Background: an optimization exercise with open tools, aiming at small area and few clock cycles. Do not read the settings as production practice.
At most, simulation tests tie the RTL to the original design; equivalence was not proved.
Function not checked in runs 1, 5 and 6: the RTL went through the layout flow alone.

### config.mk
export PLATFORM = sky130hd
export DESIGN_NAME = scale_pitch_quantizer_core
export DESIGN_NICKNAME = scale_pitch_quantizer_core
export VERILOG_FILES = /design/flow/design.v
export SDC_FILE = /design/flow/constraint.sdc
export NUM_CORES = 4
export LEC_CHECK = 0
export ABC_AREA = 1
export CAP_MARGIN = 20
export CORE_MARGIN = 2
export CORE_UTILIZATION = 40
export CTS_BUF_LIST = sky130_fd_sc_hd__clkbuf_8
export SLEW_MARGIN = 20
### constraint.sdc
create_clock -name core_clock -period 10.0 [get_ports {clock}]
set_input_delay 2.0000 -clock core_clock [delete_from_list [all_inputs] [get_ports {clock}]]
set_output_delay 2.0000 -clock core_clock [all_outputs]
set_load 0.01 [all_outputs]
### design.v
package spq_pkg;
   localparam int NOTE_W    = 7;
   localparam int PATTERN_W = 36;
   localparam int COUNT_W   = 4;
   localparam int CSR_IDX_W = 2;
   localparam int CSR_W     = PATTERN_W;
   localparam int STEPS     = 12;
   localparam int LEAD_W    = NOTE_W + 3;
   localparam logic [NOTE_W-1:0]  LOWEST_RESET  = 7'd24;
   localparam logic [COUNT_W-1:0] COUNT_RESET   = 4'd7;
   localparam logic [2*STEPS-1:0] STEPS_RESET   = 24'h000545;
   localparam logic [CSR_IDX_W-1:0] CSR_BASE_NOTE    = 2'd0;
   localparam logic [CSR_IDX_W-1:0] CSR_STEP_COUNT   = 2'd1;
   localparam logic [CSR_IDX_W-1:0] CSR_STEP_PATTERN = 2'd2;
endpackage
import spq_pkg::*;
module spq_fifo
#(
   parameter int WIDTH = NOTE_W
) (
   input  logic             clock,
   input  logic             reset,
   input  logic             push,
   input  logic [WIDTH-1:0] push_data,
   input  logic             pop,
   output logic [WIDTH-1:0] pop_data,
   output logic             full,
   output logic             empty
);
   logic [WIDTH-1:0] slot0_ff, slot1_ff;
   logic             valid0_ff, valid1_ff;
   logic             do_push;
   logic             do_pop;
   assign do_push = push && !valid1_ff;
   assign do_pop  = pop && valid0_ff;
   always_ff @(posedge clock) begin
      if (reset) begin
         valid0_ff <= 1'b0;
         valid1_ff <= 1'b0;
      end else begin
         valid0_ff <= valid1_ff || do_push || (valid0_ff && !do_pop);
         valid1_ff <= (valid1_ff && !do_pop) || (do_push && valid0_ff && !do_pop);
      end
      if (do_pop && valid1_ff) begin
         slot0_ff <= slot1_ff;
      end else if (do_push && (!valid0_ff || do_pop)) begin
         slot0_ff <= push_data;
      end
      if (do_push) begin
         slot1_ff <= push_data;
      end
   end
   assign pop_data = slot0_ff;
   assign full     = valid1_ff;
   assign empty    = !valid0_ff;
endmodule
import spq_pkg::*;
module spq_note_lookup
#(
   parameter int SPLIT = 2
) (
   input  logic                  clock,
   input  logic                  reset,
   input  logic [NOTE_W-1:0]     lowest_n,
   input  logic                  octave,
   input  logic [2*STEPS-1:0]    steps,
   input  logic [STEPS/2-2:0][5:0] even,
   input  logic [5:0]            period_n,
   input  logic                  key_take,
   input  logic [NOTE_W-1:0]     key_in,
   input  logic                  note_take,
   output logic                  key_valid,
   output logic                  note_valid,
   output logic [LEAD_W-1:0]     lead,
   input  logic [LEAD_W-1:0]     head,
   output logic [NOTE_W-1:0]     note
);
   logic [NOTE_W-1:0] key;
   logic              key_valid_ff;
   logic              key_move;
   logic [NOTE_W-1:0] key_c;
   logic [NOTE_W-1:0] above;
   logic              below;
   logic [NOTE_W-1:0] base_in;
   logic [NOTE_W-1:0] part_in;
   logic [NOTE_W-1:0] base_ff;
   logic [NOTE_W-1:0] part_ff;
   logic              valid_ff;
   logic [NOTE_W-1:0] rem;
   logic [STEPS/2-2:0] past;
   logic [STEPS/2-1:0] hit;
   logic [1:0]        pos_lo;
   logic [1:0]        step_m1;
   logic [3:0]        into;
   logic [3:0]        size;
   logic              up;
   logic [NOTE_W:0]   lower;
   logic [NOTE_W:0]   upper;
   function automatic logic [NOTE_W-1:0] reduce(input logic [NOTE_W-1:0] part,
                                                input logic [5:0] per_n, input int i);
      logic [NOTE_W-1:0] diff;
      logic              cy;
      logic              x;
      logic              y;
      logic              fits;
      cy   = 1'b1;
      diff = part;
      fits = 1'b1;
      for (int b = 0; b < NOTE_W; b++) begin
         if (b >= i) begin
            x       = part[b];
            y       = (b - i < 6) ? per_n[(b - i) % 6] : 1'b1;
            diff[b] = x ^ y ^ cy;
            cy      = (x & y) | (cy & (x ^ y));
         end
      end
      for (int b = 0; b < 6; b++) begin
         if (b + i >= NOTE_W) begin
            fits = fits & per_n[b];
         end
      end
      reduce = (fits && cy) ? diff : part;
   endfunction
   always_comb begin
      logic cy;
      key_c = key;
      cy    = 1'b1;
      for (int b = 0; b < NOTE_W; b++) begin
         above[b] = key_c[b] ^ lowest_n[b] ^ cy;
         cy       = (key_c[b] & lowest_n[b]) | (cy & (key_c[b] ^ lowest_n[b]));
      end
      below   = !cy;
      base_in = below ? ~lowest_n : key_c;
      part_in = below ? '0 : above;
      for (int i = NOTE_W - 1; i >= SPLIT; i--) begin
         part_in = reduce(part_in, period_n, i);
      end
   end
   assign key_move = key_valid_ff && (!valid_ff || note_take);
   always_ff @(posedge clock) begin
      if (reset) begin
         key_valid_ff <= 1'b0;
         valid_ff     <= 1'b0;
      end else begin
         key_valid_ff <= key_take || (key_valid_ff && !key_move);
         valid_ff     <= key_move || (valid_ff && !note_take);
      end
      if (key_take) begin
         key <= {key_in[6:1], key_in[0] & !(&key_in[6:1])};
      end
      if (key_move) begin
         base_ff <= base_in;
         part_ff <= part_in;
      end
   end
   always_comb begin
      logic bw;
      logic [2:0] off;
      logic [1:0] m_a;
      logic [1:0] m_b;
      logic [2:0] base3;
      rem = part_ff;
      for (int i = SPLIT - 1; i >= 0; i--) begin
         rem = reduce(rem, period_n, i);
      end
      for (int k = 0; k < STEPS / 2 - 1; k++) begin
         bw = 1'b0;
         for (int b = 0; b < 6; b++) begin
            bw = (!rem[b] & even[k][b]) | (!rem[b] & bw) | (even[k][b] & bw);
         end
         past[k] = !bw;
      end
      hit[0] = !past[0];
      for (int k = 1; k < STEPS / 2; k++) begin
         hit[k] = past[k-1] && ((k == STEPS / 2 - 1) || !past[k % (STEPS / 2 - 1)]);
      end
      base3 = '0;
      m_a   = '0;
      m_b   = '0;
      for (int k = 0; k < STEPS / 2; k++) begin
         if (k > 0) begin
            base3 = base3 | (hit[k] ? even[(k + STEPS / 2 - 2) % (STEPS / 2 - 1)][2:0] : 3'b0);
         end
         m_a = m_a | (hit[k] ? steps[4*k +: 2] : 2'b0);
         m_b = m_b | (hit[k] ? steps[4*k+2 +: 2] : 2'b0);
      end
      off = rem[2:0] - base3;
      if (off > {1'b0, m_a}) begin
         pos_lo  = off[1:0] - m_a - 2'd1;
         step_m1 = m_b;
      end else begin
         pos_lo  = off[1:0];
         step_m1 = m_a;
      end
   end
   always_comb begin
      if (octave) begin
         into = rem[3:0];
         up   = (rem[3:0] >= 4'd6);
      end else begin
         into = {2'b0, pos_lo};
         up   = ({into[1:0], 1'b0} > {1'b0, step_m1});
      end
      lower = {1'b0, base_ff} - {4'b0, into};
      lead  = {up, step_m1, lower[NOTE_W-1:0]};
   end
   always_comb begin
      size  = octave ? 4'd12 : {2'b0, head[NOTE_W +: 2]} + 4'd1;
      upper = {1'b0, head[NOTE_W-1:0]} + {4'b0, size};
      if (head[LEAD_W-1] && upper < 8'd127) begin
         note = upper[NOTE_W-1:0];
      end else begin
         note = head[NOTE_W-1:0];
      end
   end
   assign key_valid  = key_valid_ff;
   assign note_valid = valid_ff;
endmodule
import spq_pkg::*;
module spq_scale_builder
(
   input  logic                  clock,
   input  logic                  reset,
   input  logic                  csr_we,
   input  logic [CSR_IDX_W-1:0]  csr_index,
   input  logic [CSR_W-1:0]      csr_wdata,
   output logic [NOTE_W-1:0]     lowest_n,
   output logic                  octave,
   output logic [2*STEPS-1:0]    steps,
   output logic [STEPS/2-2:0][5:0] even,
   output logic [5:0]            period_n
);
   logic [COUNT_W-1:0]      count;
   logic [NOTE_W-1:0]       base_w;
   logic [NOTE_W-1:0]       lowest_w;
   logic [2*STEPS-1:0]      steps_w;
   logic [STEPS-1:0][3:0]   size;
   logic [STEPS/2-1:0][5:0] pair;
   logic [5:0]              sum_all;
   always_comb begin
      base_w = csr_wdata[NOTE_W-1:0];
      if (base_w >= 7'd21) begin
         lowest_w = base_w;
      end else if (base_w >= 7'd9) begin
         lowest_w = base_w + 7'd12;
      end else begin
         lowest_w = base_w + 7'd24;
      end
      for (int i = 0; i < STEPS; i++) begin
         unique case (csr_wdata[3*i +: 3])
            3'd2:    steps_w[2*i +: 2] = 2'd1;
            3'd3:    steps_w[2*i +: 2] = 2'd2;
            3'd4:    steps_w[2*i +: 2] = 2'd3;
            default: steps_w[2*i +: 2] = 2'd0;
         endcase
      end
   end
   always_ff @(posedge clock) begin
      if (reset) begin
         lowest_n <= ~LOWEST_RESET;
         count  <= COUNT_RESET;
         steps  <= STEPS_RESET;
      end else if (csr_we) begin
         unique case (csr_index)
            CSR_BASE_NOTE:    lowest_n <= ~lowest_w;
            CSR_STEP_COUNT:   count  <= csr_wdata[COUNT_W-1:0];
            CSR_STEP_PATTERN: steps  <= steps_w;
            default: ;
         endcase
      end
   end
   assign octave = (count == '0);
   always_comb begin
      for (int i = 0; i < STEPS; i++) begin
         if (COUNT_W'(i) < count) begin
            size[i] = {1'b0, steps[2*i+1] & steps[2*i], steps[2*i+1] ^ steps[2*i], !steps[2*i]};
         end else begin
            size[i] = 4'd0;
         end
      end
      if (octave) begin
         size[0] = 4'd12;
      end
   end
   function automatic logic [5:0] add6(input logic [5:0] a, input logic [5:0] b,
                                       input int w);
      logic cy;
      logic x;
      logic y;
      cy   = 1'b0;
      add6 = '0;
      for (int k = 0; k < 6; k++) begin
         if (k < w) begin
            x       = a[k];
            y       = b[k];
            add6[k] = x ^ y ^ cy;
            cy      = (x & y) | (cy & (x ^ y));
         end
      end
   endfunction
   always_comb begin
      for (int k = 0; k < STEPS / 2; k++) begin
         pair[k] = add6({2'b0, size[2*k]}, {2'b0, size[2*k+1]}, 4);
      end
      even[0] = pair[0];
      for (int k = 1; k < STEPS / 2 - 1; k++) begin
         even[k] = add6(even[k-1], pair[k], (k < 3) ? 5 : 6);
      end
      sum_all = add6(even[STEPS/2-2], pair[STEPS/2-1], 6);
   end
   always_ff @(posedge clock) begin
      period_n <= ~sum_all;
   end
endmodule
import spq_pkg::*;
module scale_pitch_quantizer_core
(
   input  logic                 clock,
   input  logic                 reset,
   input  logic                 req_push,
   output logic                 req_full,
   input  logic [NOTE_W-1:0]    req_key,
   output logic                 rsp_empty,
   input  logic                 rsp_pop,
   output logic [NOTE_W-1:0]    rsp_scale_note,
   input  logic                 csr_we,
   input  logic [CSR_IDX_W-1:0] csr_index,
   input  logic [CSR_W-1:0]     csr_wdata
);
   logic [NOTE_W-1:0]  lowest_n;
   logic               octave;
   logic [2*STEPS-1:0] steps;
   logic [STEPS/2-2:0][5:0] even;
   logic [5:0]         period_n;
   logic               key_take;
   logic               note_valid;
   logic               note_take;
   logic [LEAD_W-1:0]  lead;
   logic [LEAD_W-1:0]  head;
   logic               rsp_full;
   logic               key_valid;
   spq_scale_builder u_builder (
      .clock     (clock),
      .reset     (reset),
      .csr_we    (csr_we),
      .csr_index (csr_index),
      .csr_wdata (csr_wdata),
      .lowest_n  (lowest_n),
      .octave    (octave),
      .steps     (steps),
      .even      (even),
      .period_n  (period_n)
   );
   assign req_full  = key_valid && note_valid && rsp_full;
   assign key_take  = req_push && !req_full;
   assign note_take = note_valid && !rsp_full;
   spq_note_lookup u_lookup (
      .clock      (clock),
      .reset      (reset),
      .lowest_n   (lowest_n),
      .octave     (octave),
      .steps      (steps),
      .even       (even),
      .period_n   (period_n),
      .key_take   (key_take),
      .key_in     (req_key),
      .note_take  (note_take),
      .key_valid  (key_valid),
      .note_valid (note_valid),
      .lead       (lead),
      .head       (head),
      .note       (rsp_scale_note)
   );
   spq_fifo #(
      .WIDTH (LEAD_W)
   ) u_rsp_queue (
      .clock     (clock),
      .reset     (reset),
      .push      (note_take),
      .push_data (lead),
      .pop       (rsp_pop),
      .pop_data  (head),
      .full      (rsp_full),
      .empty     (rsp_empty)
   );
endmodule
### flow/run.sh
#!/bin/bash
# The standard layout, with the port buffers made of the smallest buffer cell
# (buf_1) instead of the cell buffer_ports picks by default. The make output
# is kept in standard_make.log; the tools' own logs stay under orfs/logs/.
set -euo pipefail
export BUFFER_PORTS_ARGS="-buffer_cell sky130_fd_sc_hd__buf_1"
bash standard.sh > standard_make.log 2>&1
### standard.sh
#!/bin/bash
# synth_recipe.tcl (not shown) runs the flow's synth.tcl, then flattens the netlist and writes it again
# the make line also repeats each setting of config.mk as NAME=value (left out here)
make -C /OpenROAD-flow-scripts/flow DESIGN_CONFIG=/design/flow/config.mk WORK_HOME=/design/flow/orfs CLKGATE_MAP_FILE= SYNTH_SCRIPT=/design/flow/synth_recipe.tcl "${@:-finish}"
==> summary.txt, run 1 <==
Outcome
  – Status: finished clean

CTS
  – Number of CTS-inserted buffers: 9
  – CTS Root Buffer Type: clkbuf_8
  – TritonCTS clock tree: done
  – H-Tree Depth: 3
  – Post-CTS Hold Buffers: 0
  – Clock latency (worst-skew pair): 0.39 ns
  – CTS sink cnt: 86
  – CTS max path bufs: 2
  – Clk slew on worst S/H paths: 0.11 ns

Yosys
  – Mapped Cells: 950
  – Top cells by area, synth: edfxtp_1, fa_1, nand2_1
  – Asr flop ratio synth: 0
  – XOR/XNOR Fraction of Synth Area: 0.01538
  – Post-Syn Nets: 1,112
  – Synth warnings: 3
  – Main combinational cell family by area after synthesis: adder cells
  – Synth Area in Adders: 0.2471
  – Synth Cell Area: 7402 sq um
  – Synth top area share: 0.1663
  – Mux contribution to synthesized area: 0.006761
  – Main synth FF type: dfxtp_1
  – Post-synthesis sequential area ratio: 0.2880
  – Synth area leader: edfxtp_1
  – Post-synthesis average cell area: 7.792 sq um
  – Synth Area in Simple Gates: 0.2351
  – Compound-gate portion of the synthesized area: 0.1122
  – FF+latch count, synth: 86
  – Post-synth EDFFs: 41
  – Synth cell types: 47

STA
  – Crit path time final: 9.380 ns
  – Fmax: 106.6 MHz
  – Endpoints failing hold: 0
  – Slew Viols, Final: 0
  – Tcrit/Tclk final: 0.9380
  – Post-Route Skew: 0.02035 ns
  – Endpoints failing setup: 0
  – Slew at the pin closest to its max-slew limit: 1.058 ns
  – Final TNS setup: 0 ns
  – Relative slew slack: 0.2922

Critical path
  – CP peak stage delay: 0.59 ns
  – Req. time, crit path: 10.14 ns
  – R2r setup slk: 0.62 ns
  – RR Startpoint: u_builder.count[2]
  – Buffers plus inverters on the worst setup path: 9
  – CP startpoint kind: flip-flop
  – Critical path's top delay family: adder cells
  – Crit path DAT: 9.52 ns
  – Reg2reg path depth: 44
  – CP Capture Type: flip-flop
  – R2r endpoint: u_rsp_queue.slot0_ff[6]
  – Crit-path max FO: 8
  – Most Frequent Cell on Critical Path: fa_1
  – CP max-delay cell: fa_1
  – CP Class: flip-flop to flip-flop

Worst hold path
  – Hold Crit Class: flip-flop to flip-flop
  – Hold Path Depth: 2
  – Worst Hold End: u_builder.lowest_n[0]
  – Hold path startpoint: u_builder.lowest_n[0]

Floorplan
  – I/O Pins: 59
  – Initial Utilization: 0.4093
  – Die width: 140.0 um
  – Core ar.: 18,090 sq um
  – Num rows: 49
  – Die area: 19,610 sq um
  – Die height: 140.0 um

Routing
  – Initial DRC Count: 234
  – WL final: 17.48 mm
  – Via count: 6,159
  – Avg Vias per Cell: 4.888
  – Top sig layer: met4
  – Detailed-routed wire length on met3: 686 um
  – WL/cell: 13.87 um
  – Post-DRT Antenna Nets: 0
  – First-pass DRT Iterations: 7
  – Met1 Routed Length: 8.342 mm
  – Routed wl met2: 8.182 mm
  – Residual DRC: 0

Global route
  – Vias in the first global route: 6,061
  – Largest net degree at the start of global routing: 33
  – Gr ovfl total: 0
  – First-pass GRT wire length: 29.36 mm
  – Global Route Usage Sum: 0.1879
  – Initial antenna violation count: 0

Placement
  – Port bufs: 58
  – Routability Congestion: 0.9392
  – Post-DP HPWL: 14.42 mm

Layout
  – Ant diodes: 0
  – Layout Nets: 1,188
  – Fin util: 0.4559
  – Synth-to-Final Area Change: 11.39%
  – Fillers: 1,813
  – Share of post-route cells with drive strength above 1: 0.07662

Flow run
  – Max-Cap Viols: 0
-- sequential cells by signal (all words and copies together) (netlist names) --
| signal | cells |
|---|---|
| u_rsp_queue.valid1_ff | 1 |
| u_builder.count | 4 |
| u_rsp_queue.valid0_ff | 1 |
| u_lookup.base_ff | 7 |
| u_lookup.key | 7 |
| u_lookup.valid_ff | 1 |
| u_builder.lowest_n | 7 |
| u_lookup.part_ff | 7 |
| u_builder.steps | 24 |
| u_rsp_queue.slot1_ff | 10 |
| u_rsp_queue.slot0_ff | 10 |
| u_builder.period_n | 6 |
| u_lookup.key_valid_ff | 1 |
-- metrics by stage --
step / cells / instance area, sq um / worst slack (ns) / hold WS (ns)
2_1_floorplan: 950 / 7402 / 0.6220 / 0.4525
3_3_place_gp: 1240 / 7975 / 0.3285 / 0.4699
3_5_place_dp: 1240 / 7975 / 0.1241 / 0.4836
4_1_cts: 1256 / 8157 / 0.09780 / 0.5016
5_1_grt: 1260 / 8245 / -0.01285 / 0.5333
6_report: 1260 / 8245 / 0.6199 / 0.5032
-- how the worst max path moves through the flow --
stage,slack [ns],cells after the start,end,from
final,0.62,44,u_rsp_queue.slot0_ff[6],u_builder.count[2]
after global routing,-0.01,52,u_rsp_queue.slot0_ff[6],u_builder.period_n[0]
after CTS,0.1,48,u_rsp_queue.slot0_ff[6],u_builder.period_n[0]
after detailed placement,0.12,48,u_rsp_queue.slot0_ff[6],u_builder.period_n[0]
after global placement,0.33,48,u_rsp_queue.slot0_ff[6],u_builder.period_n[0]
after floorplan,0.62,48,u_rsp_queue.slot0_ff[6],u_builder.period_n[1]
-- routing by layer --
layer  GRT usage  up-vias
met5           0        -
met1      0.2590     2811
met2      0.3098      118
met3     0.02632       22
met4     0.05529        0
li1            -     3208
-- layout by cell type (no fill, tap or decap), types with 39 or more instances in the layout --
master | synthesis | routed
ha_1 | 55 | 55
edfxtp_1 | 41 | 41
nand3_1 | 62 | 62
nand2_1 | 245 | 242
fa_1 | 57 | 53
nor2_1 | 52 | 52
o21ai_0 | 62 | 59
a21oi_1 | 39 | 39
dfxtp_1 | 45 | 45
buf_1 | 0 | 58
inv_1 | 166 | 166
-- kinds of logic after synthesis --
family	Yosys count
buffers and inverters	186
and+or+nand+nor	402
muxes	5
AOI/OAI and AO/OA	146
adders and majority gates	112
xor gates and xnor gates	13
DFF	86
-- Yosys cell counts, types with 6 or more instances --
cell      count
nand2_1     245
inv_1       166
nand3_1      62
o21ai_0      62
fa_1         57
ha_1         55
nor2_1       52
dfxtp_1      45
edfxtp_1     41
a21oi_1      39
a31oi_1      12
clkbuf_1     11
o21ai_2       8
xor2_1        8
nor3_1        7
nand2_2       6
nand3b_1      6
nand4_1       6
o211ai_1      6
-- timing repair --
item / 4_1_cts / 5_1_grt
endpoints found under the setup margin: 0 / 17
setup buffers: 0 / 4
resized for setup: 0 / 20
-- worst min-delay path, cell delays in order (launching register included) --
cell	delay (ns)
dfxtp_1	0.35
a21oi_1	0.06
o21ai_0	0.06
-- final cells by class --
| class | count | area, sq um | share of cell area |
|---|---|---|---|
| multi-input combinational | 678 | 4628 | 0.5613 |
| sequential | 86 | 2132 | 0.2586 |
| inverter | 173 | 649.4 | 0.07876 |
| timing repair buffer | 78 | 367.9 | 0.04461 |
| tap | 229 | 286.5 | 0.03475 |
| clock buffer | 9 | 123.9 | 0.01502 |
| clock inverter | 7 | 57.56 | 0.006980 |
==> run 2, diff against run 1 <==
--- a/design.v
+++ b/design.v
@@ -122,4 +122,18 @@
       reduce = (fits && cy) ? diff : part;
    endfunction
+   function automatic logic [NOTE_W:0] addw(input logic [NOTE_W-1:0] a,
+                                            input logic [NOTE_W-1:0] b,
+                                            input logic cin, input int w);
+      logic cy;
+      cy   = cin;
+      addw = '0;
+      for (int k = 0; k < NOTE_W; k++) begin
+         if (k < w) begin
+            addw[k] = a[k] ^ b[k] ^ cy;
+            cy      = (a[k] & b[k]) | (cy & (a[k] ^ b[k]));
+         end
+      end
+      addw[w] = cy;
+   endfunction
    always_comb begin
       logic cy;
@@ -156,5 +170,6 @@
    always_comb begin
       logic bw;
-      logic [2:0] off;
+      logic [NOTE_W:0] off;
+      logic [NOTE_W:0] in_b;
       logic [1:0] m_a;
       logic [1:0] m_b;
@@ -185,7 +200,8 @@
          m_b = m_b | (hit[k] ? steps[4*k+2 +: 2] : 2'b0);
       end
-      off = rem[2:0] - base3;
-      if (off > {1'b0, m_a}) begin
-         pos_lo  = off[1:0] - m_a - 2'd1;
+      off  = addw({4'b0, rem[2:0]}, {4'b0, ~base3}, 1'b1, 3);
+      in_b = addw({4'b0, off}, {5'b0011111, ~m_a}, 1'b0, 3);
+      if (in_b[3]) begin
+         pos_lo  = in_b[1:0];
          step_m1 = m_b;
       end else begin
@@ -202,11 +218,11 @@
          up   = ({into[1:0], 1'b0} > {1'b0, step_m1});
       end
-      lower = {1'b0, base_ff} - {4'b0, into};
+      lower = addw(base_ff, {3'b111, ~into}, 1'b1, NOTE_W);
       lead  = {up, step_m1, lower[NOTE_W-1:0]};
    end
    always_comb begin
       size  = octave ? 4'd12 : {2'b0, head[NOTE_W +: 2]} + 4'd1;
-      upper = {1'b0, head[NOTE_W-1:0]} + {4'b0, size};
-      if (head[LEAD_W-1] && upper < 8'd127) begin
+      upper = addw(head[NOTE_W-1:0], {3'b0, size}, 1'b0, NOTE_W);
+      if (head[LEAD_W-1] && !(upper[NOTE_W] || (&upper[NOTE_W-1:0]))) begin
          note = upper[NOTE_W-1:0];
       end else begin
==> run 2 against run 1 <==
- setup slack better by 0.014 ns
- largest cell class unchanged
- register-to-register slack hardly changed
- critical path depth is 10 higher
- die area is 0.28% lower
- routed wire length is 4.4% lower
- synthesized cell count is 3.6% lower
==> summary.txt, run 2 <==
Outcome
  – Status: finished clean

Critical path
  – CP startpoint kind: flip-flop
  – CP max-delay cell: fa_1
  – Buffers plus inverters on the worst setup path: 11
  – Crit-path max FO: 9
  – CP peak stage delay: 0.42 ns
  – CP Class: flip-flop to flip-flop
  – Critical path's top delay family: adder cells
  – R2r setup slk: 0.63 ns
  – Req. time, crit path: 10.24 ns
  – Most Frequent Cell on Critical Path: fa_1
  – CP Capture Type: flip-flop
  – Crit path DAT: 9.60 ns

CTS
  – CTS Root Buffer Type: clkbuf_8
  – Post-CTS Hold Buffers: 0
  – TritonCTS clock tree: done
  – CTS max path bufs: 2
  – Clk slew on worst S/H paths: 0.10 ns
  – Clock latency (worst-skew pair): 0.37 ns
  – CTS sink cnt: 86
  – Number of CTS-inserted buffers: 9
  – H-Tree Depth: 3

Layout
  – Fin util: 0.4520
  – Commonest non-fill, non-tap cells in the layout: nand2_1, inv_1, fa_1, o21ai_0, buf_1
  – Fillers: 1,864
  – Largest register FFs: 24
  – Most common cell after layout, fill and taps aside: nand2_1
  – Share of post-route cells with drive strength above 1: 0.08325
  – Final Cell Area: 8147 sq um
  – Largest registers: u_builder.steps (24), u_rsp_queue.slot0_ff (10), u_rsp_queue.slot1_ff (10)
  – Largest Register: u_builder.steps
  – Layout Nets: 1,144
  – Post-Layout Cell Count: 1,214
  – Synth-to-Final Area Change: 10.37%
  – Ant diodes: 0

Routing
  – Initial DRC Count: 348
  – Residual DRC: 0
  – WL/cell: 13.77 um
  – WL final: 16.71 mm
  – Avg Vias per Cell: 4.842
  – Post-DRT Antenna Nets: 0
  – Via count: 5,878
  – First-pass DRT Iterations: 5

STA
  – Endpoints failing hold: 0
  – Post-Route Skew: 0.008666 ns
  – Endpoints failing setup: 0
  – Slew Viols, Final: 0
  – RSZ-0062 raised after global routing: yes
  – Fmax: 106.8 MHz
  – Relative slew slack: 0.2908
  – Slew at the pin closest to its max-slew limit: 1.060 ns
  – Final TNS setup: 0 ns
  – Tcrit/Tclk final: 0.9366
  – Crit path time final: 9.366 ns

Yosys
  – Main combinational cell family by area after synthesis: adder cells
  – XOR/XNOR Fraction of Synth Area: 0.007120
  – Main synth FF type: dfxtp_1
  – Post-synthesis average cell area: 8.058 sq um
  – Synth warnings: 3
  – Asr flop ratio synth: 0
  – Synth top area share: 0.1668
  – Count leader, synth: nand2_1
  – Top cells by area, synth: edfxtp_1, fa_1, dfxtp_1
  – Most common library cells after synthesis: nand2_1, inv_1, fa_1, o21ai_0, nand3_1
  – Mux contribution to synthesized area: 0.01136
  – Synth Cell Area: 7381 sq um
  – Compound-gate portion of the synthesized area: 0.1151
  – Mapped Cells: 916
  – FF+latch count, synth: 86
  – Synth Area in Adders: 0.2553
  – Post-Syn Nets: 1,080
  – Synth cell types: 50
  – Post-synthesis sequential area ratio: 0.2889
  – Synth area leader: edfxtp_1
  – Post-synth EDFFs: 41
  – Synth Area in Simple Gates: 0.2216

Floorplan
  – Die area: 19,560 sq um
  – Initial Utilization: 0.4095
  – Num rows: 49
  – I/O Pins: 59
  – Die width: 139.8 um
  – Core ar.: 18,020 sq um
  – Die height: 139.8 um

Placement
  – # placed instances: 1,196
  – Port bufs: 58
  – Cell Area, Placed: 7879 sq um
  – Post-DP HPWL: 13.99 mm
  – Routability Congestion: 0.9693

Global route
  – Vias in the first global route: 5,684
  – Global Route Usage Sum: 0.1773
  – Largest net degree at the start of global routing: 31
  – Gr ovfl total: 0
  – Initial antenna violation count: 0
  – First-pass GRT wire length: 27.84 mm

Flow run
  – Max-Cap Viols: 0

Worst hold path
  – Hold Crit Class: flip-flop to flip-flop
==> run 2: changes by cell type after synthesis, moves of 6 or more <==
cell,previous run,this run
nand2_1,245,209
nand2_2,6,15
inv_2,2,8
nand3_1,62,56
nor2_1,52,44
==> run 2: worst paths after layout <==
kind | startpoint | end | cells past startpoint
hold / removal | u_lookup.key_valid_ff | u_lookup.valid_ff | 2
setup / recovery | u_builder.period_n[0] | u_rsp_queue.slot0_ff[6] | 54
hold reg to reg | u_lookup.key_valid_ff | u_lookup.valid_ff | 2
setup reg to reg | u_builder.period_n[0] | u_rsp_queue.slot0_ff[6] | 54
==> run 2: per-layer routing <==
| layer | vias up | track usage | wire, um |
|---|---|---|---|
| met4 | 0 | 0.04789 | 247 |
| met5 | - | 0 | 0 |
| met2 | 137 | 0.2917 | 7710 |
| met3 | 16 | 0.03200 | 720 |
| li1 | 3082 | - | - |
| met1 | 2643 | 0.2415 | 8037 |
==> run 2: layout make-up <==
cell class	instances	area (sq um)	area share
Clock inverter	7	102.6	0.01259
Multi-Input combinational cell	635	4532	0.5563
Inverter	181	683.2	0.08386
Clock buffer	9	123.9	0.01521
Tap cell	229	286.5	0.03517
Timing Repair Buffer	67	285.3	0.03502
Sequential cell	86	2133	0.2619
==> run 2: per-stage QoR <==
| step | hold slack, ns | worst slack, ns |
|---|---|---|
| finish | 0.4863 | 0.6343 |
| global route | 0.5361 | -0.02167 |
| CTS | 0.4906 | 0.2270 |
| detailed placement | 0.4760 | 0.2209 |
| global placement | 0.4777 | 0.4723 |
| floorplan | 0.4424 | 0.8083 |
==> run 2: worst register-to-register path: cells and delay by family, from the launching register on <==
| kind | cells | cell delay [ns] |
|---|---|---|
| fa+ha+maj | 20 | 5.75 |
| simple gates | 16 | 1.48 |
| buf+inv | 11 | 0.79 |
| xor+xnor | 1 | 0.18 |
| flops | 1 | 0.32 |
| compound gates | 6 | 0.73 |
==> run 2: kinds of logic after synthesis <==
logic type | after synthesis
AOI/OAI and AO/OA | 145
xor gates and xnor gates | 6
adders and majority gates | 114
buffers and inverters | 195
DFF | 86
muxes | 8
and+or+nand+nor | 362
==> run 2: what timing repair did <==
action | CTS | global route
resized for setup | 0 | 9
setup buffers | 0 | 2
endpoints found under the hold margin | 0 | 0
endpoints found under the setup margin | 0 | 10
Testbench counts of run 2, summed over its fixed seeds: cycles 9,830.
==> run 3, diff against run 2 <==
--- a/design.v
+++ b/design.v
@@ -94,4 +94,5 @@
    logic [3:0]        into;
    logic [3:0]        size;
+   logic [1:0]        m_head;
    logic              up;
    logic [NOTE_W:0]   lower;
@@ -213,8 +214,8 @@
       if (octave) begin
          into = rem[3:0];
-         up   = (rem[3:0] >= 4'd6);
+         up   = rem[3] | (rem[2] & rem[1]);
       end else begin
          into = {2'b0, pos_lo};
-         up   = ({into[1:0], 1'b0} > {1'b0, step_m1});
+         up   = into[1] | (into[0] & !step_m1[1]);
       end
       lower = addw(base_ff, {3'b111, ~into}, 1'b1, NOTE_W);
@@ -222,5 +223,6 @@
    end
    always_comb begin
-      size  = octave ? 4'd12 : {2'b0, head[NOTE_W +: 2]} + 4'd1;
+      m_head = head[NOTE_W +: 2];
+      size   = octave ? 4'd12 : {1'b0, m_head[1] & m_head[0], m_head[1] ^ m_head[0], !m_head[0]};
       upper = addw(head[NOTE_W-1:0], {3'b0, size}, 1'b0, NOTE_W);
       if (head[LEAD_W-1] && !(upper[NOTE_W] || (&upper[NOTE_W-1:0]))) begin
@@ -250,4 +252,6 @@
    logic [NOTE_W-1:0]       base_w;
    logic [NOTE_W-1:0]       lowest_w;
+   logic [NOTE_W-1:0]       raise;
+   logic                    cy;
    logic [2*STEPS-1:0]      steps_w;
    logic [STEPS-1:0][3:0]   size;
@@ -257,9 +261,14 @@
       base_w = csr_wdata[NOTE_W-1:0];
       if (base_w >= 7'd21) begin
-         lowest_w = base_w;
+         raise = 7'd0;
       end else if (base_w >= 7'd9) begin
-         lowest_w = base_w + 7'd12;
+         raise = 7'd12;
       end else begin
-         lowest_w = base_w + 7'd24;
+         raise = 7'd24;
+      end
+      cy = 1'b0;
+      for (int k = 0; k < NOTE_W; k++) begin
+         lowest_w[k] = base_w[k] ^ raise[k] ^ cy;
+         cy          = (base_w[k] & raise[k]) | (cy & (base_w[k] ^ raise[k]));
       end
       for (int i = 0; i < STEPS; i++) begin
--- a/config.mk
+++ b/config.mk
@@ -11,3 +11,5 @@
 export CORE_UTILIZATION = 40
 export CTS_BUF_LIST = sky130_fd_sc_hd__clkbuf_8
+export CTS_CLUSTER_DIAMETER = 200
+export CTS_CLUSTER_SIZE = 50
 export SLEW_MARGIN = 20
==> run 3 against run 2 <==
- non-clock buffer count rose by 12
- critical path depth fell by 2
- die area fell by 1.6%
- first-iteration DRC count fell by 10%
- still clean
- maximum frequency fell by 0.24%
==> summary.txt, run 3 <==
Outcome
  – Status: finished clean

Floorplan
  – I/O Pins: 59
  – Num rows: 49
  – Die area: 19,250 sq um
  – Die width: 138.7 um
  – Core ar.: 17,900 sq um
  – Die height: 138.7 um
  – Initial Utilization: 0.4056

Routing
  – First-pass DRT Iterations: 5
  – Post-DRT Antenna Nets: 0
  – WL final: 16.34 mm
  – WL/cell: 13.52 um
  – Residual DRC: 0
  – Avg Vias per Cell: 4.860
  – Via count: 5,876
  – Initial DRC Count: 313

Worst hold path
  – Hold Crit Class: flip-flop to flip-flop
  – Hold path startpoint: u_builder.steps[5]

CTS
  – H-Tree Depth: 3
  – CTS max path bufs: 2
  – CTS Root Buffer Type: clkbuf_8
  – TritonCTS clock tree: done
  – Post-CTS Hold Buffers: 0
  – CTS sink cnt: 86
  – Clock latency (worst-skew pair): 0.38 ns
  – Clk slew on worst S/H paths: 0.09 ns
  – Number of CTS-inserted buffers: 9

Critical path
  – Req. time, crit path: 10.24 ns
  – CP max-delay cell: fa_1
  – Most Frequent Cell on Critical Path: fa_1
  – RR Startpoint: u_builder.period_n[0]
  – Critical path's top delay family: adder cells
  – CP Capture Type: flip-flop
  – Crit path DAT: 9.63 ns
  – CP peak stage delay: 0.43 ns
  – Critical Path Source: u_builder.period_n[0]
  – Buffers plus inverters on the worst setup path: 12
  – CP startpoint kind: flip-flop
  – Crit-path max FO: 7
  – CP Class: flip-flop to flip-flop

Placement
  – Post-DP HPWL: 13.73 mm
  – Routability Congestion: 0.9208
  – Cell Area, Placed: 7844 sq um
  – Port bufs: 58

Layout
  – Largest Register: u_builder.steps
  – Synth-to-Final Area Change: 11.48%
  – Share of post-route cells with drive strength above 1: 0.08980
  – Commonest non-fill, non-tap cells in the layout: nand2_1, inv_1, fa_1, buf_1, nand3_1
  – Ant diodes: 0
  – Largest register FFs: 24
  – Largest registers: u_builder.steps (24), u_rsp_queue.slot0_ff (10), u_rsp_queue.slot1_ff (10)
  – Layout Nets: 1,135
  – Final Cell Area: 8094 sq um
  – Most common cell after layout, fill and taps aside: nand2_1

Flow run
  – Max-Cap Viols: 0

Yosys
  – Synth cell types: 47
  – FF+latch count, synth: 86
  – Post-synthesis average cell area: 8.067 sq um
  – Post-Syn Nets: 1,060
  – Top cells by area, synth: fa_1, edfxtp_1, dfxtp_1
  – Post-synthesis sequential area ratio: 0.2936
  – Asr flop ratio synth: 0
  – Most common library cells after synthesis: nand2_1, inv_1, fa_1, o21ai_0, nand3_1
  – Post-synth EDFFs: 41
  – Count leader, synth: nand2_1
  – Synth warnings: 3
  – Synth area leader: fa_1
  – Synth Cell Area: 7261 sq um
  – Mapped Cells: 900
  – Synth top area share: 0.1737
  – Main synth FF type: dfxtp_1

Global route
  – Vias in the first global route: 5,737
  – First-pass GRT wire length: 28.16 mm
  – Gr ovfl total: 0
  – Initial antenna violation count: 0
  – Largest net degree at the start of global routing: 26
  – Global Route Usage Sum: 0.1806

STA
  – RSZ-0062 raised after global routing: no
  – Worst hold slack: 0.5020 ns
  – Final TNS setup: 0 ns
  – Tcrit/Tclk final: 0.9388
  – Fmax: 106.5 MHz
  – Crit path time final: 9.388 ns
  – Slew Viols, Final: 0
  – Post-Route Skew: 0.01824 ns
  – Endpoints failing setup: 0
  – Endpoints failing hold: 0
  – Relative slew slack: 0.4004
  – Slew at the pin closest to its max-slew limit: 0.8994 ns
==> run 3: worst paths after layout <==
check | cells past startpoint | slack (ns) | end
worst max-delay path | 52 | 0.61 | u_rsp_queue.slot0_ff[6]
worst min-delay path | 2 | 0.50 | u_builder.steps[5]
worst max register to register | 52 | 0.61 | u_rsp_queue.slot0_ff[6]
worst min register to register | 2 | 0.50 | u_builder.steps[5]
==> run 3: layout make-up <==
cell class	count	area [sq um]
flip-flops and latches	86	2132
inverters	187	701.9
clock buffers	9	123.9
fillers	1802	9808
multi-input cells	612	4385
repair buffers	79	375.4
clock inverters	7	88.84
well taps	229	286.5
==> run 3: kinds of logic after synthesis <==
group / count (synthesis) / share of synthesized area
adders and majority gates: 110 / 0.2547
muxes: 9 / 0.01292
DFF: 86 / 0.2936
and+or+nand+nor: 351 / 0.2163
buffers and inverters: 202 / 0.1062
xor gates and xnor gates: 6 / 0.007238
AOI/OAI and AO/OA: 136 / 0.1091
==> run 3: what timing repair did <==
action                                  4_1_cts  5_1_grt
endpoints found under the hold margin         0        0
gates resized for setup                       0       11
setup buffers                                 0        1
endpoints found under the setup margin        0        8
==> run 3: stage by stage <==
step	util	setup WS (ns)	instances
after floorplan	-	0.3922	900
after global routing	0.4521	0.002205	1209
final	0.4521	0.6122	1209
after CTS	0.4500	0.4352	1207
after global placement	0.4381	0.5098	1191
after detailed placement	0.4381	0.4866	1191
==> run 3: worst min-delay path, stage by stage, from the launching register on <==
cell and delay (ns):
dfxtp_1 0.34, nand2_1 0.07, a21oi_1 0.06
==> run 3: layer usage <==
layer,share of wire,GRT usage
met3,0.044,0.02210
met5,0,0
met1,0.48,0.2518
met2,0.47,0.2994
met4,0.012,0.04891
Testbench counts of run 3, summed over its fixed seeds: cycles 9,830.
==> run 4, diff against run 3 <==
--- a/config.mk
+++ b/config.mk
@@ -11,5 +11,3 @@
 export CORE_UTILIZATION = 40
 export CTS_BUF_LIST = sky130_fd_sc_hd__clkbuf_8
-export CTS_CLUSTER_DIAMETER = 200
-export CTS_CLUSTER_SIZE = 50
 export SLEW_MARGIN = 20
==> run 4 against run 3 <==
- synthesized cell count stayed put
- area after synthesis stayed put
- setup slack stayed put
- clock skew stayed put
- critical path depth stayed put
- critical path type unchanged
- non-clock buffer count stayed put
- hold slack stayed put
- routed wire length stayed put
- die area stayed put
==> summary.txt, run 4 <==
Routing
  – WL/cell: 13.52 um
  – Initial DRC Count: 313
  – Avg Vias per Cell: 4.860
  – First-pass DRT Iterations: 5
  – Via count: 5,876
  – Post-DRT Antenna Nets: 0
  – WL final: 16.34 mm
  – Residual DRC: 0

STA
  – Post-Route Skew: 0.01824 ns
  – Fmax: 106.5 MHz
  – Post-route setup slack: 0.6122 ns
  – Slew at the pin closest to its max-slew limit: 0.8994 ns
  – Tcrit/Tclk final: 0.9388
  – Endpoints failing hold: 0
  – RSZ-0062 raised after global routing: no
  – Worst hold slack: 0.5020 ns
  – Relative slew slack: 0.4004
  – Slew Viols, Final: 0
  – Endpoints failing setup: 0
  – Crit path time final: 9.388 ns
  – Final TNS setup: 0 ns

Floorplan
  – Initial Utilization: 0.4056
  – Die height: 138.7 um
  – Core ar.: 17,900 sq um
  – Num rows: 49
  – I/O Pins: 59
  – Die width: 138.7 um
  – Die area: 19,250 sq um

Global route
  – First-pass GRT wire length: 28.16 mm
  – Vias in the first global route: 5,737
  – Largest net degree at the start of global routing: 26
  – Initial antenna violation count: 0
  – Global Route Usage Sum: 0.1806
  – Gr ovfl total: 0

CTS
  – Clock latency (worst-skew pair): 0.38 ns
  – Post-CTS Hold Buffers: 0
  – CTS max path bufs: 2
  – CTS sink cnt: 86
  – CTS Root Buffer Type: clkbuf_8
  – TritonCTS clock tree: done
  – Clk slew on worst S/H paths: 0.09 ns
  – H-Tree Depth: 3
  – Number of CTS-inserted buffers: 9

Layout
  – Fin util: 0.4521
  – Post-Layout Cell Count: 1,209
  – Largest register FFs: 24
  – Fillers: 1,802
  – Final Cell Area: 8094 sq um
  – Layout Nets: 1,135
  – Synth-to-Final Area Change: 11.48%
  – Ant diodes: 0
  – Largest registers: u_builder.steps (24), u_rsp_queue.slot0_ff (10), u_rsp_queue.slot1_ff (10)
  – Commonest non-fill, non-tap cells in the layout: nand2_1, inv_1, fa_1, buf_1, nand3_1
  – Share of post-route cells with drive strength above 1: 0.08980
  – Largest Register: u_builder.steps
  – Most common cell after layout, fill and taps aside: nand2_1

Critical path
  – R2r setup slk: 0.61 ns
  – CP Class: flip-flop to flip-flop
  – CP max-delay cell: fa_1
  – Req. time, crit path: 10.24 ns
  – Crit path DAT: 9.63 ns
  – CP startpoint kind: flip-flop
  – Crit-path max FO: 7
  – CP Capture Type: flip-flop
  – Most Frequent Cell on Critical Path: fa_1
  – CP peak stage delay: 0.43 ns

Worst hold path
  – Hold Crit Class: flip-flop to flip-flop

Yosys
  – Synth area leader: fa_1
  – Post-synthesis average cell area: 8.067 sq um
  – Most common library cells after synthesis: nand2_1, inv_1, fa_1, o21ai_0, nand3_1
  – Synth cell types: 47
  – Post-Syn Nets: 1,060
  – Post-synth EDFFs: 41
  – Top cells by area, synth: fa_1, edfxtp_1, dfxtp_1
  – Asr flop ratio synth: 0
  – Synth top area share: 0.1737
  – Mapped Cells: 900
  – Synth Cell Area: 7261 sq um
  – Count leader, synth: nand2_1
  – FF+latch count, synth: 86
  – Post-synthesis sequential area ratio: 0.2936
  – Synth warnings: 3
  – Main synth FF type: dfxtp_1

Placement
  – Port bufs: 58
  – # placed instances: 1,191
  – Place WS: 0.4866 ns
  – Cell Area, Placed: 7844 sq um
  – Routability Congestion: 0.9208
  – Post-DP HPWL: 13.73 mm

Outcome
  – Status: finished clean

Flow run
  – Max-Cap Viols: 0
## run 4: area by class of cell
cell class              instances  area (sq um)  share of cell area
multi-input cells             612          4385              0.5418
well taps                     229         286.5             0.03540
inverters                     187         701.9             0.08672
clock buffers                   9         123.9             0.01530
flip-flops and latches         86          2132              0.2634
repair buffers                 79         375.4             0.04638
clock inverters                 7         88.84             0.01098
## run 4: path summary, 6_finish.rpt
check                        startpoint                       to  cells past startpoint
hold reg to reg      u_builder.steps[5]       u_builder.steps[5]                      2
hold / removal       u_builder.steps[5]       u_builder.steps[5]                      2
setup reg to reg  u_builder.period_n[0]  u_rsp_queue.slot0_ff[6]                     52
setup / recovery  u_builder.period_n[0]  u_rsp_queue.slot0_ff[6]                     52
## run 4: timing repair
item,in CTS,in global routing
setup buffers,0,1
resized for setup,0,11
setup endpoints to repair,0,8
## run 4: cells by family (layout without fill, tap and decap cells)
group | count (synthesis) | count (layout) | synth area share
compound gates | 136 | 136 | 0.1091
xor+xnor | 6 | 6 | 0.007238
fa+ha+maj | 110 | 110 | 0.2547
buf+inv | 202 | 282 | 0.1062
flops | 86 | 86 | 0.2936
mux | 9 | 9 | 0.01292
simple gates | 351 | 351 | 0.2163
## run 4: per-layer routing
metal | share of wire | global-route usage
met1 | 0.48 | 0.2518
met2 | 0.47 | 0.2994
met3 | 0.044 | 0.02210
met4 | 0.012 | 0.04891
met5 | 0 | 0
## run 4: critical path, delay by kind of cell (launching register included)
| kind | cells | cell delay (ns) |
|---|---|---|
| adders and majority gates | 20 | 5.77 |
| DFF | 1 | 0.33 |
| xor gates and xnor gates | 1 | 0.19 |
| AOI/OAI and AO/OA | 7 | 0.88 |
| and+or+nand+nor | 12 | 1.17 |
| buffers and inverters | 12 | 0.94 |
==> run 5, diff against run 4 <==
--- a/design.v
+++ b/design.v
@@ -6,5 +6,5 @@
    localparam int CSR_W     = PATTERN_W;
    localparam int STEPS     = 12;
-   localparam int LEAD_W    = NOTE_W + 3;
+   localparam int LEAD_W    = NOTE_W + 2;
    localparam logic [NOTE_W-1:0]  LOWEST_RESET  = 7'd24;
    localparam logic [COUNT_W-1:0] COUNT_RESET   = 4'd7;
@@ -220,5 +220,11 @@
       end
       lower = addw(base_ff, {3'b111, ~into}, 1'b1, NOTE_W);
-      lead  = {up, step_m1, lower[NOTE_W-1:0]};
+      if (!up) begin
+         lead = {2'b00, lower[NOTE_W-1:0]};
+      end else if (octave) begin
+         lead = {2'b11, lower[NOTE_W-1:0]};
+      end else begin
+         lead = {step_m1, lower[NOTE_W-1:0]};
+      end
    end
    always_comb begin
@@ -226,5 +232,5 @@
       size   = octave ? 4'd12 : {1'b0, m_head[1] & m_head[0], m_head[1] ^ m_head[0], !m_head[0]};
       upper = addw(head[NOTE_W-1:0], {3'b0, size}, 1'b0, NOTE_W);
-      if (head[LEAD_W-1] && !(upper[NOTE_W] || (&upper[NOTE_W-1:0]))) begin
+      if ((|m_head) && !(upper[NOTE_W] || (&upper[NOTE_W-1:0]))) begin
          note = upper[NOTE_W-1:0];
       end else begin
==> run 5 against run 4 <==
- core utilization up 0.60 points
- non-clock buffer count unchanged
- final area up 0.97%
- still clean on timing, DRC and antenna
- via count up 0.88%
- clock-buffer cell count unchanged
- setup slack worse by 0.091 ns
==> summary.txt, run 5 <==
Layout
  – Share of post-route cells with drive strength above 1: 0.09443
  – Post-Layout Cell Count: 1,235
  – Synth-to-Final Area Change: 13.40%
  – Largest Register: u_builder.steps
  – Layout Nets: 1,162
  – Fillers: 1,746
  – Reg area: 2074 sq um
  – Multi-input logic area: 4491 sq um
  – Largest registers: u_builder.steps (24), u_rsp_queue.slot0_ff (9), u_rsp_queue.slot1_ff (9)
  – Ant diodes: 0
  – Final Cell Area: 8173 sq um
  – Largest register FFs: 24
  – Most common cell after layout, fill and taps aside: nand2_1
  – Fin util: 0.4581
  – Commonest non-fill, non-tap cells in the layout: nand2_1, inv_1, nand3_1, buf_1, fa_1

Yosys
  – Top cells by area, synth: fa_1, edfxtp_1, dfxtp_1
  – Synth top area share: 0.1750
  – Post-synth EDFFs: 39
  – Synth warnings: 3
  – Post-synthesis sequential area ratio: 0.2875
  – Mapped Cells: 922
  – Synth Cell Area: 7207 sq um
  – Synth area leader: fa_1
  – Count leader, synth: nand2_1
  – Most common library cells after synthesis: nand2_1, inv_1, fa_1, o21ai_0, nand3_1
  – FF+latch count, synth: 84
  – Post-synthesis average cell area: 7.817 sq um
  – Main synth FF type: dfxtp_1
  – Asr flop ratio synth: 0
  – Post-Syn Nets: 1,083
  – Synth cell types: 43

Critical path
  – Crit path DAT: 9.73 ns
  – CP max-delay cell: fa_1
  – CP Capture Type: flip-flop
  – Reg2reg path depth: 54
  – CP peak stage delay: 0.44 ns
  – Crit-path max FO: 6
  – CP Class: flip-flop to flip-flop
  – Req. time, crit path: 10.25 ns
  – CP startpoint kind: flip-flop
  – Most Frequent Cell on Critical Path: fa_1

Floorplan
  – Initial Utilization: 0.4040
  – Die area: 19,110 sq um
  – Die height: 138.2 um
  – Num rows: 49
  – I/O Pins: 59
  – Core ar.: 17,840 sq um
  – Die width: 138.2 um

CTS
  – Post-CTS Hold Buffers: 0
  – Number of CTS-inserted buffers: 9
  – TritonCTS clock tree: done
  – Clock latency (worst-skew pair): 0.37 ns
  – CTS Root Buffer Type: clkbuf_8
  – Clk slew on worst S/H paths: 0.09 ns
  – CTS sink cnt: 84
  – CTS max path bufs: 2
  – H-Tree Depth: 3

STA
  – Final TNS setup: 0 ns
  – Tcrit/Tclk final: 0.9479
  – Fmax: 105.5 MHz
  – RSZ-0062 raised after global routing: no
  – Worst hold slack: 0.4885 ns
  – Crit path time final: 9.479 ns
  – Endpoints failing hold: 0
  – Slew at the pin closest to its max-slew limit: 1.014 ns
  – Endpoints failing setup: 0
  – Relative slew slack: 0.3217
  – Post-Route Skew: 0.01034 ns
  – Slew Viols, Final: 0

Routing
  – Avg Vias per Cell: 4.800
  – Post-DRT Antenna Nets: 0
  – WL/cell: 13.50 um
  – Residual DRC: 0
  – Via count: 5,928
  – First-pass DRT Iterations: 5
  – WL final: 16.67 mm
  – Initial DRC Count: 223

Global route
  – Global Route Usage Sum: 0.1774
  – Vias in the first global route: 5,698
  – Initial antenna violation count: 0
  – Largest net degree at the start of global routing: 35
  – Gr ovfl total: 0
  – First-pass GRT wire length: 27.59 mm

Placement
  – # placed instances: 1,211
  – Port bufs: 58
  – Cell Area, Placed: 7772 sq um
  – Post-DP HPWL: 13.71 mm
  – Routability Congestion: 0.9066

Outcome
  – Status: finished clean

Flow run
  – Max-Cap Viols: 0

Worst hold path
  – Hold Crit Class: flip-flop to flip-flop
  – Hold Path Depth: 2
==> run 5: cell count changes after synthesis, sizes merged, moves of 3 or more <==
| cell | change |
|---|---|
| nand2 | +22 |
| nor2 | +7 |
| a21oi | -6 |
| a31oi | +6 |
| o21ai | +5 |
| o31ai | -4 |
| a211oi | +3 |
==> run 5: metal layers <==
layer | vias to the layer above | global-route usage | wire length [um]
met5 | - | 0 | 0
met4 | 0 | 0.05209 | 184
met2 | 104 | 0.2918 | 7827
met3 | 11 | 0.02321 | 640
li1 | 3104 | - | -
met1 | 2709 | 0.2466 | 8019
==> run 5: path summary, 6_finish.rpt <==
path / from / end / slack, ns
worst max-delay path: u_lookup.part_ff[1] / u_rsp_queue.slot0_ff[6] / 0.52
worst min-delay path: u_lookup.key_valid_ff / u_lookup.valid_ff / 0.49
worst max register to register: u_lookup.part_ff[1] / u_rsp_queue.slot0_ff[6] / 0.52
worst min register to register: u_lookup.key_valid_ff / u_lookup.valid_ff / 0.49
==> run 5: worst max-delay path, delay by kind of cell, from the launching register on <==
family	cells	cell delay (ns)
AOI/OAI and AO/OA	6	0.63
xor gates and xnor gates	1	0.20
adders and majority gates	20	5.91
buffers and inverters	13	0.97
DFF	1	0.36
and+or+nand+nor	14	1.27
==> run 5: what timing repair did <==
action | in CTS | in global routing
endpoints found under the setup margin | 0 | 13
buffers inserted | 0 | 7
resized for setup | 0 | 40
endpoints found under the hold margin | 0 | 0
==> run 5: logic make-up (layout without fill, tap and decap cells) <==
kind of cell	count (synthesis)	count (layout)	share of synthesized area
simple gates	378	378	0.2245
flops	84	84	0.2875
buf+inv	202	285	0.1057
fa+ha+maj	111	111	0.2583
compound gates	133	134	0.1047
mux	9	9	0.01319
xor+xnor	5	5	0.006076
==> run 5: stage by stage <==
step	setup WS, ns
floorplan	0.3927
global placement	0.3499
detailed placement	0.2971
finish	0.5211
CTS	0.2467
global route	0.001377
==> run 5: layout make-up <==
class / instances / area share
multi-input cells: 637 / 0.5494
flip-flops and latches: 84 / 0.2538
inverters: 190 / 0.08726
repair buffers: 79 / 0.04685
well taps: 229 / 0.03506
clock buffers: 9 / 0.01516
clock inverters: 7 / 0.01240
==> run 6, diff against run 5 <==
--- a/design.v
+++ b/design.v
@@ -6,5 +6,4 @@
    localparam int CSR_W     = PATTERN_W;
    localparam int STEPS     = 12;
-   localparam int LEAD_W    = NOTE_W + 2;
    localparam logic [NOTE_W-1:0]  LOWEST_RESET  = 7'd24;
    localparam logic [COUNT_W-1:0] COUNT_RESET   = 4'd7;
@@ -72,6 +71,4 @@
    output logic                  key_valid,
    output logic                  note_valid,
-   output logic [LEAD_W-1:0]     lead,
-   input  logic [LEAD_W-1:0]     head,
    output logic [NOTE_W-1:0]     note
 );
@@ -94,5 +91,4 @@
    logic [3:0]        into;
    logic [3:0]        size;
-   logic [1:0]        m_head;
    logic              up;
    logic [NOTE_W:0]   lower;
@@ -212,28 +208,23 @@
    end
    always_comb begin
+      logic [2:0] gap;
+      logic       past_top;
       if (octave) begin
          into = rem[3:0];
          up   = rem[3] | (rem[2] & rem[1]);
+         gap  = addw({3'b0, 4'd12}, {3'b111, ~rem[3:0]}, 1'b1, 3);
       end else begin
          into = {2'b0, pos_lo};
          up   = into[1] | (into[0] & !step_m1[1]);
+         gap  = {1'b0, &step_m1 & pos_lo[1] & !pos_lo[0],
+                 !(&step_m1 & pos_lo[1] & !pos_lo[0])};
       end
       lower = addw(base_ff, {3'b111, ~into}, 1'b1, NOTE_W);
-      if (!up) begin
-         lead = {2'b00, lower[NOTE_W-1:0]};
-      end else if (octave) begin
-         lead = {2'b11, lower[NOTE_W-1:0]};
-      end else begin
-         lead = {step_m1, lower[NOTE_W-1:0]};
-      end
-   end
-   always_comb begin
-      m_head = head[NOTE_W +: 2];
-      size   = octave ? 4'd12 : {1'b0, m_head[1] & m_head[0], m_head[1] ^ m_head[0], !m_head[0]};
-      upper = addw(head[NOTE_W-1:0], {3'b0, size}, 1'b0, NOTE_W);
-      if ((|m_head) && !(upper[NOTE_W] || (&upper[NOTE_W-1:0]))) begin
+      upper = addw(base_ff, {4'b0, gap}, 1'b0, NOTE_W);
+      past_top = upper[NOTE_W] || (&upper[NOTE_W-1:0]);
+      if (up && !past_top) begin
          note = upper[NOTE_W-1:0];
       end else begin
-         note = head[NOTE_W-1:0];
+         note = lower[NOTE_W-1:0];
       end
    end
@@ -367,6 +358,5 @@
    logic               note_valid;
    logic               note_take;
-   logic [LEAD_W-1:0]  lead;
-   logic [LEAD_W-1:0]  head;
+   logic [NOTE_W-1:0]  note;
    logic               rsp_full;
    logic               key_valid;
@@ -399,17 +389,15 @@
       .key_valid  (key_valid),
       .note_valid (note_valid),
-      .lead       (lead),
-      .head       (head),
-      .note       (rsp_scale_note)
+      .note       (note)
    );
    spq_fifo #(
-      .WIDTH (LEAD_W)
+      .WIDTH (NOTE_W)
    ) u_rsp_queue (
       .clock     (clock),
       .reset     (reset),
       .push      (note_take),
-      .push_data (lead),
+      .push_data (note),
       .pop       (rsp_pop),
-      .pop_data  (head),
+      .pop_data  (rsp_scale_note),
       .full      (rsp_full),
       .empty     (rsp_empty)
==> run 6 against run 5 <==
- still clean
- critical path depth fell by 7
- sequential share of layout area fell by 2.9 points
- core utilization rose by 4.2 points
- hold slack improved by 0.0048 ns
- synthesized cell count fell by 1.7%
- non-clock buffer count rose by 64
- maximum frequency fell by 2.0%
- setup slack got worse by 0.19 ns
- cell count rose by 3.8%
- die area fell by 1.0%
- critical endpoint is now u_rsp_queue.slot0_ff[2]
- largest cell class unchanged
==> summary.txt, run 6 <==
CTS
  – CTS sink cnt: 80
  – Post-CTS Hold Buffers: 0
  – CTS max path bufs: 2
  – Clock latency (worst-skew pair): 0.38 ns
  – TritonCTS clock tree: done
  – H-Tree Depth: 3
  – Number of CTS-inserted buffers: 9
  – CTS Root Buffer Type: clkbuf_8
  – Clk slew on worst S/H paths: 0.10 ns

Layout
  – Most common cell after layout, fill and taps aside: nand2_1
  – Fillers: 1,715
  – Largest Register: u_builder.steps
  – Ant diodes: 0
  – Synth-to-Final Area Change: 21.81%
  – Multi-input logic area: 4676 sq um
  – Largest register FFs: 24
  – Layout Nets: 1,212
  – Fin util: 0.5004
  – Commonest non-fill, non-tap cells in the layout: nand2_1, inv_1, buf_4, buf_1, nand3_1
  – Share of post-route cells with drive strength above 1: 0.2044
  – Reg area: 1953 sq um

Outcome
  – Status: finished clean

Yosys
  – FF+latch count, synth: 80
  – Synth top area share: 0.1769
  – Synth area leader: fa_1
  – Main synth FF type: dfxtp_1
  – Synth cell types: 44
  – Post-synth EDFFs: 35
  – Mapped Cells: 906
  – Most common library cells after synthesis: nand2_1, inv_1, fa_1, nand3_1, o21ai_0
  – Synth warnings: 3
  – Post-synthesis average cell area: 7.869 sq um
  – Count leader, synth: nand2_1
  – Asr flop ratio synth: 0
  – Post-synthesis sequential area ratio: 0.2738
  – Synth Cell Area: 7129 sq um
  – Top cells by area, synth: fa_1, edfxtp_1, dfxtp_1
  – Post-Syn Nets: 1,066

STA
  – Tcrit/Tclk final: 0.9671
  – Slew Viols, Final: 0
  – Relative slew slack: 0.4610
  – Fmax: 103.4 MHz
  – Post-route setup slack: 0.3287 ns
  – Post-Route Skew: 0.01826 ns
  – Endpoints failing hold: 0
  – Crit path time final: 9.671 ns
  – Slew at the pin closest to its max-slew limit: 0.8055 ns
  – Endpoints failing setup: 0

Critical path
  – CP Capture Type: flip-flop
  – Buffers plus inverters on the worst setup path: 6
  – Crit-path max FO: 8
  – Critical path's top delay family: adder cells
  – Crit path DAT: 9.80 ns
  – CP Class: flip-flop to flip-flop
  – CP peak stage delay: 0.61 ns
  – Req. time, crit path: 10.13 ns
  – CP startpoint kind: flip-flop
  – CP max-delay cell: fa_2
  – Most Frequent Cell on Critical Path: fa_2

Routing
  – First-pass DRT Iterations: 5
  – WL final: 17.65 mm
  – Avg Vias per Cell: 4.810
  – WL/cell: 13.76 um
  – Residual DRC: 0
  – Initial DRC Count: 271
  – Via count: 6,167
  – Post-DRT Antenna Nets: 0

Floorplan
  – Die area: 18,910 sq um
  – I/O Pins: 59
  – Num rows: 48
  – Die height: 137.5 um
  – Core ar.: 17,360 sq um
  – Initial Utilization: 0.4108
  – Die width: 137.5 um

Global route
  – Vias in the first global route: 5,937
  – Largest net degree at the start of global routing: 27
  – Gr ovfl total: 0
  – Initial antenna violation count: 1
  – Global Route Usage Sum: 0.1952
  – First-pass GRT wire length: 28.66 mm

Placement
  – Routability Congestion: 0.9543
  – Place WS: -0.2143 ns
  – Port bufs: 58
  – Post-DP HPWL: 14.19 mm

Worst hold path
  – Hold Crit Class: flip-flop to flip-flop

Flow run
  – Max-Cap Viols: 0
## run 6: cell types whose count changed in the layout (fill, tap and decap cells not counted), moves of 8 or more
| cell | previous run | this run |
|---|---|---|
| a21oi_1 | 29 | 39 |
| nand3_2 | 3 | 15 |
| fa_2 | 6 | 17 |
| nand2_2 | 9 | 28 |
| buf_4 | 19 | 83 |
| nand3_1 | 59 | 51 |
| nand2_1 | 233 | 188 |
| fa_1 | 57 | 46 |
## run 6: area by class of cell
type                    instances  area share
multi-input cells             625      0.5384
flip-flops and latches         80      0.2249
repair buffers                143      0.1004
inverters                     193     0.08342
well taps                     225     0.03242
clock buffers                   9     0.01426
clock inverters                 7    0.006195
## run 6: logic make-up (layout without fill, tap and decap cells)
logic type | Yosys count | after routing | share of synthesized area
buffers and inverters | 204 | 352 | 0.1090
multiplexers | 5 | 5 | 0.007020
adder cells (fa/ha/maj) | 110 | 110 | 0.2594
flip-flops | 80 | 80 | 0.2738
XOR/XNOR | 6 | 6 | 0.007371
AO/OA/AOI/OAI | 134 | 135 | 0.1092
AND/OR/NAND/NOR | 367 | 369 | 0.2343
## run 6: metrics by stage
stage          TNS, ns  std cells  instance area, sq um  hold WS (ns)
6_report             0       1282                  8685        0.4933
5_1_grt         -1.873       1282                  8685        0.5254
4_1_cts              0       1262                  8356        0.4970
3_5_place_dp    -2.810       1244                  8095        0.4820
3_3_place_gp   -0.7634       1244                  8095        0.4772
2_1_floorplan        0        906                  7148        0.4525
## run 6: repair_timing
action	CTS	global route
resized for setup	11	65
setup buffers	2	17
endpoints found under the setup margin	14	19
gates cloned	0	3
pin swaps	7	34
## run 6: worst paths after layout
| check | start | to | slack [ns] | cells after the start |
|---|---|---|---|---|
| setup / recovery | u_builder.count[3] | u_rsp_queue.slot0_ff[2] | 0.33 | 47 |
| hold / removal | u_builder.steps[17] | u_builder.steps[17] | 0.49 | 2 |
| setup reg to reg | u_builder.count[3] | u_rsp_queue.slot0_ff[2] | 0.33 | 47 |
| hold reg to reg | u_builder.steps[17] | u_builder.steps[17] | 0.49 | 2 |
## run 6: worst register-to-register path: cells and delay by family (launching register included)
family / cells / cell delay [ns]
flops: 1 / 0.35
fa+ha+maj: 19 / 6.57
buf+inv: 6 / 0.47
compound gates: 5 / 0.38
simple gates: 17 / 1.69
## run 6: routing by layer
metal / vias up / GRT usage / part of all wire
met2: 139 / 0.3167 / 0.46
li1: 3184 / - / -
met1: 2814 / 0.2640 / 0.46
met4: 2 / 0.05441 / 0.021
met5: - / 0 / 0.00068
met3: 28 / 0.04084 / 0.049

port drivers added, routing unchanged:
In the flow no input, the clock included, has a driving cell. The finished layouts below were timed again as built, in two steps. Step 1: set_driving_cell puts a clkbuf_16 on clock and a buf_2 on each other input, an assumption about the parent block. Step 2 times the ports against the registers' clock, not the clock port: input delays grow and output delays shrink by t, the midpoint of the rising clock arrivals with the driver on. a / b / c = no drivers / after step 1 / after step 2; a / b = the first two.
| run | t, ns | slack for setup (ns) | worst register clock-pin slew, ns | worst data-port slew with drivers (ns) |
|---|---|---|---|---|
| run 1 | 0.420 | 0.620 / 0.620 / 0.620 | 0.11 / 0.11 | 0.03 |
| run 2 | 0.402 | 0.634 / 0.634 / 0.634 | 0.10 / 0.10 | 0.06 |
| run 3 | 0.408 | 0.612 / 0.612 / 0.612 | 0.11 / 0.11 | 0.03 |
| run 4 | 0.408 | 0.612 / 0.612 / 0.612 | 0.11 / 0.11 | 0.03 |
| run 5 | 0.401 | 0.521 / 0.521 / 0.521 | 0.09 / 0.09 | 0.04 |
| run 6 | 0.406 | 0.329 / 0.329 / 0.329 | 0.10 / 0.10 | 0.04 |
After both steps setup and hold are still met in every run listed.
